This is an optimization exercise on Yosys and OpenROAD, whose aim is small area, not a production implementation.
RTL that was checked went through simulation tests only; none was proved equivalent to the original.
Power and IR drop assume default switching activity.

== job 101 ==
==> flow/design.v <==
module dda_move_engine #(
  parameter int          NUM_AXES     = 2,
  parameter int          BUFFER_DEPTH = 4,
  parameter int          DUR_WIDTH    = 64,
  parameter int          ACC_WIDTH    = 64,
  parameter int          DIV_WIDTH    = 24,
  parameter logic [63:0] THRESHOLD    = 64'h7fffffffffffff9b,
  parameter int          STEP_HOLD    = 8
) (
  input  logic                            clk,
  input  logic                            resetn,
  input  logic [DIV_WIDTH-1:0]            clock_divisor,
  input  logic                            wr_valid,
  output logic                            wr_ready,
  input  logic [DUR_WIDTH-1:0]            wr_duration,
  input  logic [NUM_AXES-1:0]             wr_dir,
  input  logic [NUM_AXES*ACC_WIDTH-1:0]   wr_increment,
  input  logic [NUM_AXES*ACC_WIDTH-1:0]   wr_incinc,
  input  logic                            abort,
  output logic [NUM_AXES-1:0]             step,
  output logic [NUM_AXES-1:0]             dir,
  output logic                            busy,
  output logic                            move_done,
  output logic [$clog2(BUFFER_DEPTH):0]   buffer_count
);
  localparam int PTR_W  = $clog2(BUFFER_DEPTH);
  localparam int CNT_W  = PTR_W + 1;
  localparam int HOLD_W = $clog2(STEP_HOLD);
  localparam logic [ACC_WIDTH-1:0] CORR = {1'b1, {(ACC_WIDTH-1){1'b0}}} - THRESHOLD[ACC_WIDTH-1:0];
  function automatic logic [ACC_WIDTH-1:0] cia_add(input logic [ACC_WIDTH-1:0] x,
                                                   input logic [ACC_WIDTH-1:0] y,
                                                   input int b0, input int bn);
    logic rc, tt, cb, s0;
    cb = 1'b0; rc = 1'b0; tt = 1'b1;
    for (int i = 0; i < ACC_WIDTH; i++) begin
      if (i >= b0 && ((i - b0) % bn) == 0) begin
        cb = (i == b0) ? rc : (rc | (cb & tt));
        rc = 1'b0;
        tt = 1'b1;
      end
      s0 = x[i] ^ y[i] ^ rc;
      rc = (x[i] & y[i]) | (rc & (x[i] ^ y[i]));
      cia_add[i] = (i < b0) ? s0 : (s0 ^ (cb & tt));
      tt = tt & s0;
    end
  endfunction
  logic ld, run;
  logic [DUR_WIDTH-1:0]          mem_dur    [BUFFER_DEPTH];
  logic [NUM_AXES-1:0]           mem_dir    [BUFFER_DEPTH];
  logic [NUM_AXES*ACC_WIDTH-1:0] mem_inc    [BUFFER_DEPTH];
  logic [NUM_AXES*ACC_WIDTH-1:0] mem_incinc [BUFFER_DEPTH];
  logic [PTR_W-1:0]              rd_ptr, wr_ptr;
  logic [DUR_WIDTH-1:0]          tickdown;
  logic [NUM_AXES*ACC_WIDTH-1:0] cur_incinc_n;     
  logic [DIV_WIDTH-1:0]          div_r, clkcnt;     
  logic                          tick_r;            
  logic [ACC_WIDTH-1:0]          inc_r   [NUM_AXES];    
  logic [HOLD_W-1:0]             hcnt    [NUM_AXES];    
  logic [ACC_WIDTH-1:0]          acc     [NUM_AXES];
  logic [NUM_AXES-1:0]           corr;
  logic [ACC_WIDTH-1:0]          acc_sum [NUM_AXES];
  logic [ACC_WIDTH-1:0]          csa_u   [NUM_AXES];
  logic [ACC_WIDTH-1:0]          inc_t   [NUM_AXES];
  logic [ACC_WIDTH-1:0]          corr_t  [NUM_AXES];
  logic [ACC_WIDTH-1:0]          csa_v   [NUM_AXES];
  logic [NUM_AXES-1:0]           pend, fire;
  logic                          push, pop, tick, last, upd, hold;
  logic [BUFFER_DEPTH-1:0]       rsel;
  logic [DUR_WIDTH-1:0]          rd_dur;
  logic [NUM_AXES-1:0]           rd_dir;
  logic [NUM_AXES*ACC_WIDTH-1:0] rd_inc, rd_incinc;
  assign wr_ready = !buffer_count[CNT_W-1] && !abort;
  assign push     = wr_valid && wr_ready;
  assign pop      = !ld && !run && (buffer_count != '0);
  assign tick     = tick_r;
  assign last     = tickdown == DUR_WIDTH'(1);
  assign busy     = ld || run;
  assign upd      = tick && !ld;
  assign hold     = !tick && !ld;
  always_comb begin
    for (int k = 0; k < BUFFER_DEPTH; k++) rsel[k] = ld && (rd_ptr == PTR_W'(k));
    rd_dur = '0; rd_dir = '0; rd_inc = '0; rd_incinc = '0;
    for (int k = 0; k < BUFFER_DEPTH; k++) begin
      rd_dur    = rd_dur    | ({DUR_WIDTH{rsel[k]}} & mem_dur[k]);
      rd_dir    = rd_dir    | ({NUM_AXES{rsel[k]}} & mem_dir[k]);
      rd_inc    = rd_inc    | ({(NUM_AXES*ACC_WIDTH){rsel[k]}} & mem_inc[k]);
      rd_incinc = rd_incinc | ({(NUM_AXES*ACC_WIDTH){rsel[k]}} & mem_incinc[k]);
    end
  end
  always_comb begin
    for (int a = 0; a < NUM_AXES; a++) begin
      inc_t[a]   = {ACC_WIDTH{tick}} & inc_r[a];
      corr_t[a]  = (tick && corr[a]) ? CORR : '0;
      csa_u[a]   = acc[a] ^ inc_t[a] ^ corr_t[a];
      csa_v[a]   = {(acc[a][ACC_WIDTH-2:0] & inc_t[a][ACC_WIDTH-2:0]) |
                    ((acc[a][ACC_WIDTH-2:0] ^ inc_t[a][ACC_WIDTH-2:0]) & corr_t[a][ACC_WIDTH-2:0]), 1'b0};
      acc_sum[a] = cia_add(csa_u[a], csa_v[a], 12, 13);
      fire[a]    = tick && !acc_sum[a][ACC_WIDTH-1] && (acc_sum[a] != '0);
    end
  end
  always_ff @(posedge clk) begin
    if (push) begin
      mem_dur[wr_ptr]    <= wr_duration;
      mem_dir[wr_ptr]    <= wr_dir;
      mem_inc[wr_ptr]    <= wr_increment;
      mem_incinc[wr_ptr] <= wr_incinc;
    end
  end
  always_ff @(posedge clk) begin
    clkcnt <= (ld || tick) ? DIV_WIDTH'(1) : clkcnt + 1'b1;
    if (ld) div_r <= {clock_divisor[DIV_WIDTH-1:1], clock_divisor[0] | (clock_divisor == '0)};
    cur_incinc_n <= ({(NUM_AXES*ACC_WIDTH){ld}} & ~rd_incinc) | ({(NUM_AXES*ACC_WIDTH){!ld}} & cur_incinc_n);
    tickdown   <= rd_dur | ({DUR_WIDTH{upd}} & (tickdown - 1'b1)) | ({DUR_WIDTH{hold}} & tickdown);
    for (int a = 0; a < NUM_AXES; a++)
      inc_r[a] <= rd_inc[a*ACC_WIDTH +: ACC_WIDTH] |
                  ({ACC_WIDTH{!ld}} & (tick ? cia_add(inc_r[a], ~cur_incinc_n[a*ACC_WIDTH +: ACC_WIDTH], 12, 13) : inc_r[a]));
    for (int a = 0; a < NUM_AXES; a++) begin
      if (fire[a] && !(step[a] || pend[a])) hcnt[a] <= HOLD_W'(STEP_HOLD - 1);
      else if (!fire[a] && pend[a])         hcnt[a] <= HOLD_W'(STEP_HOLD - 1);
      else                                  hcnt[a] <= hcnt[a] - 1'b1;
    end
  end
  always_ff @(posedge clk or negedge resetn) begin
    if (!resetn) begin
      ld           <= 1'b0;
      run          <= 1'b0;
      rd_ptr       <= '0;
      wr_ptr       <= '0;
      buffer_count <= '0;
      move_done    <= 1'b0;
      dir          <= '0;
      step         <= '0;
      pend         <= '0;
      corr         <= '0;
      tick_r       <= 1'b0;
      for (int a = 0; a < NUM_AXES; a++) acc[a] <= '0;
    end else if (abort) begin
      ld           <= 1'b0;
      run          <= 1'b0;
      rd_ptr       <= '0;
      wr_ptr       <= '0;
      buffer_count <= '0;
      move_done    <= 1'b0;
      step         <= '0;
      pend         <= '0;
      corr         <= '0;
      tick_r       <= 1'b0;
      for (int a = 0; a < NUM_AXES; a++) acc[a] <= '0;
    end else begin
      if (ld)        tick_r <= (rd_dur != '0) && (clock_divisor <= DIV_WIDTH'(1));
      else if (tick) tick_r <= !last && (div_r == DIV_WIDTH'(1));
      else           tick_r <= run && ((clkcnt + 1'b1) == div_r);
      if (push) wr_ptr <= wr_ptr + 1'b1;
      if (ld)   rd_ptr <= rd_ptr + 1'b1;
      if (push && !pop)      buffer_count <= buffer_count + 1'b1;
      else if (pop && !push) buffer_count <= buffer_count - 1'b1;
      for (int a = 0; a < NUM_AXES; a++) begin
        if (fire[a]) begin
          step[a] <= !(step[a] || pend[a]);
          pend[a] <= step[a] || pend[a];
        end else if (pend[a]) begin
          pend[a] <= 1'b0;
          step[a] <= 1'b1;
        end else if (step[a] && hcnt[a] == '0) begin
          step[a] <= 1'b0;
        end
      end
      ld        <= pop;
      move_done <= (ld && rd_dur == '0) || (tick && last);
      if (ld) begin
        dir <= rd_dir;
        run <= rd_dur != '0;
      end else if (tick && last) begin
        run <= 1'b0;
      end
      corr <= fire | ({NUM_AXES{!tick}} & corr);
      for (int a = 0; a < NUM_AXES; a++)
        acc[a] <= {acc_sum[a][ACC_WIDTH-1] ^ fire[a], acc_sum[a][ACC_WIDTH-2:0]};
    end
  end
endmodule
clock: 11.0 ns
lec_check: 0
cap_margin: 20
core_margin: 2
core_utilization: 75
slew_margin: 20
standard.sh (not shown) runs the stock make flow with config.mk's settings and CLKGATE_MAP_FILE= SYNTH_SCRIPT=/design/flow/synth_recipe.tcl, a recipe that flattens the netlist after the stock synthesis.
==> flow/flow/run.sh <==
#!/bin/bash
# Standard ORFS layout with two changes: the port buffers are the smallest
# buffer cell, and CTS uses clkbuf_8 leaf clusters without dummy loads.
set -euo pipefail
export BUFFER_PORTS_ARGS="-buffer_cell sky130_fd_sc_hd__buf_1"
export CTS_ARGS="-sink_clustering_enable -repair_clock_nets -dont_use_dummy_load -buf_list sky130_fd_sc_hd__clkbuf_8 -sink_clustering_size 18 -sink_clustering_max_diameter 55"
bash standard.sh > standard_flow.log 2>&1
In summary, job 101 completed successfully, with a layout that passed the timing, design-rule and antenna checks.
> inputs changed (job 101 -> job 102)
--- a/flow/design.v
+++ b/flow/design.v
@@ -108,9 +108,9 @@
   end
   always_ff @(posedge clk) begin
     clkcnt <= (ld || tick) ? DIV_WIDTH'(1) : clkcnt + 1'b1;
     if (ld) div_r <= {clock_divisor[DIV_WIDTH-1:1], clock_divisor[0] | (clock_divisor == '0)};
-    cur_incinc_n <= ({(NUM_AXES*ACC_WIDTH){ld}} & ~rd_incinc) | ({(NUM_AXES*ACC_WIDTH){!ld}} & cur_incinc_n);
+    cur_incinc_n <= ~(rd_incinc | ({(NUM_AXES*ACC_WIDTH){!ld}} & ~cur_incinc_n));
     tickdown   <= rd_dur | ({DUR_WIDTH{upd}} & (tickdown - 1'b1)) | ({DUR_WIDTH{hold}} & tickdown);
     for (int a = 0; a < NUM_AXES; a++)
       inc_r[a] <= rd_inc[a*ACC_WIDTH +: ACC_WIDTH] |
                   ({ACC_WIDTH{!ld}} & (tick ? cia_add(inc_r[a], ~cur_incinc_n[a*ACC_WIDTH +: ACC_WIDTH], 12, 13) : inc_r[a]));
Number of distinct library cells after synthesis shrinks by more than 10% when moving from job 101 to job 102. Switching power summed over all nets ends up lower on job 101. Post-route non-filler standard cell count of job 102 exceeds that of job 101 by a few percent. Sort job 101 and job 102 by number of ordinary and repair buffers in the finished layout, descending, and job 101 comes first. Job 101 → job 102: number of clock-tree buffers in the layout neither gained nor lost much; portion of total power attributed to combinational logic picked up an extra 6.1 points; number of tap cells added at floorplan lost 11. From job 101 to job 102 the numbers moved as follows: pin count of the biggest net entering global routing went down about 2%; async set or reset register ratio after synthesis held; time the final worst path needs with I/O delays and setup went down 0.033 ns; number of DRC markers after the initial detailed-route iteration went up about 11%; multi-input combinational area share went up 1.3 points.
No run of this note included a check of the RTL's function; only the layout flow was run.

========
dda_move_engine, a different RTL version from the one above (not shown whole).
Size: ~5300 cells after synthesis, about 1800 flip-flops, about 360 I/O pins.
==> flow/config.mk <==
export PLATFORM = sky130hd
export DESIGN_NAME = dda_move_engine
export DESIGN_NICKNAME = dda_move_engine
export VERILOG_FILES = /design/flow/design.v
export SDC_FILE = /design/flow/constraint.sdc
export NUM_CORES = 4
export LEC_CHECK = 0
export CAP_MARGIN = 20
export CORE_MARGIN = 2
export CORE_UTILIZATION = 75
export SLEW_MARGIN = 20
==> flow/constraint.sdc <==
create_clock -name core_clock -period 11.0 [get_ports {clk}]
set_input_delay 2.2000 -clock core_clock [delete_from_list [all_inputs] [get_ports {clk}]]
set_output_delay 2.2000 -clock core_clock [all_outputs]
set_load 0.01 [all_outputs]
Scripts as last shown in full above: flow/flow/run.sh
Rerun with:
--- a/flow/design.v
+++ b/flow/design.v
@@ -107,20 +107,19 @@
     end
   end
   always_ff @(posedge clk) begin
     clkcnt <= (ld || tick) ? DIV_WIDTH'(1) : clkcnt + 1'b1;
     if (ld) div_r <= {clock_divisor[DIV_WIDTH-1:1], clock_divisor[0] | (clock_divisor == '0)};
     cur_incinc <= rd_incinc | ({(NUM_AXES*ACC_WIDTH){!ld}} & cur_incinc);
     tickdown   <= rd_dur | ({DUR_WIDTH{upd}} & (tickdown - 1'b1)) | ({DUR_WIDTH{hold}} & tickdown);
     for (int a = 0; a < NUM_AXES; a++)
       inc_r[a] <= rd_inc[a*ACC_WIDTH +: ACC_WIDTH] |
-                  ({ACC_WIDTH{upd}} & cia_add(inc_r[a], cur_incinc[a*ACC_WIDTH +: ACC_WIDTH], 16, 16)) |
-                  ({ACC_WIDTH{hold}} & inc_r[a]);
+                  ({ACC_WIDTH{!ld}} & (tick ? cia_add(inc_r[a], cur_incinc[a*ACC_WIDTH +: ACC_WIDTH], 14, 10) : inc_r[a]));
     for (int a = 0; a < NUM_AXES; a++) begin
       if (fire[a] && !(step[a] || pend[a])) hcnt[a] <= HOLD_W'(STEP_HOLD - 1);
       else if (!fire[a] && pend[a])         hcnt[a] <= HOLD_W'(STEP_HOLD - 1);
       else                                  hcnt[a] <= hcnt[a] - 1'b1;
     end
   end
   always_ff @(posedge clk or negedge resetn) begin
     if (!resetn) begin
       ld           <= 1'b0;
Non-clock buffer count shrinks by 2.
Wire length grows by a few percent.
Worst setup slack improves by 0.082 ns.
Global-route usage grows by 1.8 points.
Final cell count shrinks by a few percent.
Final area shrinks slightly.
Fmax grows slightly.
Sequential power shrinks slightly.
Flip-flop and latch count stays the same.
Count of clock-buffer cells in the layout shrinks by 4.
Worst hold slack improves by 0.030 ns.
Via count shrinks slightly.
Area after synthesis shrinks slightly.
Clock skew shrinks by 0.0093 ns.

========
Another version of the RTL of dda_move_engine (not shown whole).
For scale: ~1,800 flip-flops, ~360 I/O pins, ~75,000 sq um of cells after synthesis.
export LEC_CHECK = 0
export CAP_MARGIN = 20
export CORE_MARGIN = 2
export CORE_UTILIZATION = 75
export SLEW_MARGIN = 20
create_clock -name core_clock -period 11.0 [get_ports {clk}]
Scripts as last shown in full above: flow/flow/run.sh
Rerun with:
--- a/flow/design.v
+++ b/flow/design.v
@@ -44,21 +44,21 @@
       tt = tt & s0;
     end
   endfunction
   logic ld, run;
   logic [DUR_WIDTH-1:0]          mem_dur    [BUFFER_DEPTH];
   logic [NUM_AXES-1:0]           mem_dir    [BUFFER_DEPTH];
   logic [NUM_AXES*ACC_WIDTH-1:0] mem_inc    [BUFFER_DEPTH];
   logic [NUM_AXES*ACC_WIDTH-1:0] mem_incinc [BUFFER_DEPTH];
   logic [PTR_W-1:0]              rd_ptr, wr_ptr;
   logic [DUR_WIDTH-1:0]          tickdown;
-  logic [NUM_AXES*ACC_WIDTH-1:0] cur_incinc;
+  logic [NUM_AXES*ACC_WIDTH-1:0] cur_incinc_n;     
   logic [DIV_WIDTH-1:0]          div_r, clkcnt;     
   logic                          tick_r;            
   logic [ACC_WIDTH-1:0]          inc_r   [NUM_AXES];    
   logic [HOLD_W-1:0]             hcnt    [NUM_AXES];    
   logic [ACC_WIDTH-1:0]          acc     [NUM_AXES];
   logic [NUM_AXES-1:0]           corr;
   logic [ACC_WIDTH-1:0]          acc_sum [NUM_AXES];
   logic [ACC_WIDTH-1:0]          csa_u   [NUM_AXES];
   logic [ACC_WIDTH-1:0]          inc_t   [NUM_AXES];
   logic [ACC_WIDTH-1:0]          corr_t  [NUM_AXES];
@@ -102,25 +102,25 @@
     if (push) begin
       mem_dur[wr_ptr]    <= wr_duration;
       mem_dir[wr_ptr]    <= wr_dir;
       mem_inc[wr_ptr]    <= wr_increment;
       mem_incinc[wr_ptr] <= wr_incinc;
     end
   end
   always_ff @(posedge clk) begin
     clkcnt <= (ld || tick) ? DIV_WIDTH'(1) : clkcnt + 1'b1;
     if (ld) div_r <= {clock_divisor[DIV_WIDTH-1:1], clock_divisor[0] | (clock_divisor == '0)};
-    cur_incinc <= rd_incinc | ({(NUM_AXES*ACC_WIDTH){!ld}} & cur_incinc);
+    cur_incinc_n <= ~(rd_incinc | ({(NUM_AXES*ACC_WIDTH){!ld}} & ~cur_incinc_n));
     tickdown   <= rd_dur | ({DUR_WIDTH{upd}} & (tickdown - 1'b1)) | ({DUR_WIDTH{hold}} & tickdown);
     for (int a = 0; a < NUM_AXES; a++)
       inc_r[a] <= rd_inc[a*ACC_WIDTH +: ACC_WIDTH] |
-                  ({ACC_WIDTH{!ld}} & (tick ? cia_add(inc_r[a], cur_incinc[a*ACC_WIDTH +: ACC_WIDTH], 12, 13) : inc_r[a]));
+                  ({ACC_WIDTH{!ld}} & (tick ? cia_add(inc_r[a], ~cur_incinc_n[a*ACC_WIDTH +: ACC_WIDTH], 14, 10) : inc_r[a]));
     for (int a = 0; a < NUM_AXES; a++) begin
       if (fire[a] && !(step[a] || pend[a])) hcnt[a] <= HOLD_W'(STEP_HOLD - 1);
       else if (!fire[a] && pend[a])         hcnt[a] <= HOLD_W'(STEP_HOLD - 1);
       else                                  hcnt[a] <= hcnt[a] - 1'b1;
     end
   end
   always_ff @(posedge clk or negedge resetn) begin
     if (!resetn) begin
       ld           <= 1'b0;
       run          <= 1'b0;
- global-route usage fell by 0.90 points
- final area stays the same
- clock skew went up by 24 ps
- register-to-register slack stays flat
- power shrinks by 1.0%
- wire length goes down by 2.9%
- setup slack loses 13 ps
- flip-flop and latch count is unchanged
The RTL of the second run of this note was laid out without a check of its function.

## separate check: timing with driven ports
Ports are ideal in the flow. The routed layouts listed here were re-timed in OpenROAD.
Step 1 sets driving cells, clkbuf_16 on the clock port and buf_2 on the other inputs (assumed; they add their load-dependent delay and slew).
Step 2, shift: input delay + t, output delay - t, t = (earliest + latest rising clock arrival at the registers) / 2. This alone moves slack from input paths to output paths.
Three values: no drivers, after step 1, after step 2; two values: the first two.
| run | t, ns | setup WS [ns] | clock arrival spread, ns | slew at the worst register clock pin (ns) | pins driven straight from the clock port |
|---|---|---|---|---|---|
| job 101 | 0.896 | 0.525 / 0.525 / 0.525 | 0.083 / 0.083 | 0.11 / 0.11 | 1 |
| job 102 | 0.902 | 0.559 / 0.559 / 0.559 | 0.088 / 0.088 | 0.11 / 0.11 | 1 |
| the first run of note 2 | 0.908 | 0.371 / 0.371 / 0.371 | 0.099 / 0.099 | 0.11 / 0.11 | 1 |
| the second run of note 2 | 0.881 | 0.453 / 0.453 / 0.453 | 0.104 / 0.104 | 0.11 / 0.11 | 1 |
| the first run of note 3 | 0.908 | 0.466 / 0.466 / 0.466 | 0.068 / 0.067 | 0.11 / 0.11 | 1 |
| the second run of note 3 | 0.923 | 0.453 / 0.453 / 0.453 | 0.090 / 0.090 | 0.11 / 0.11 | 1 |
After both steps setup and hold are still met in every run listed.
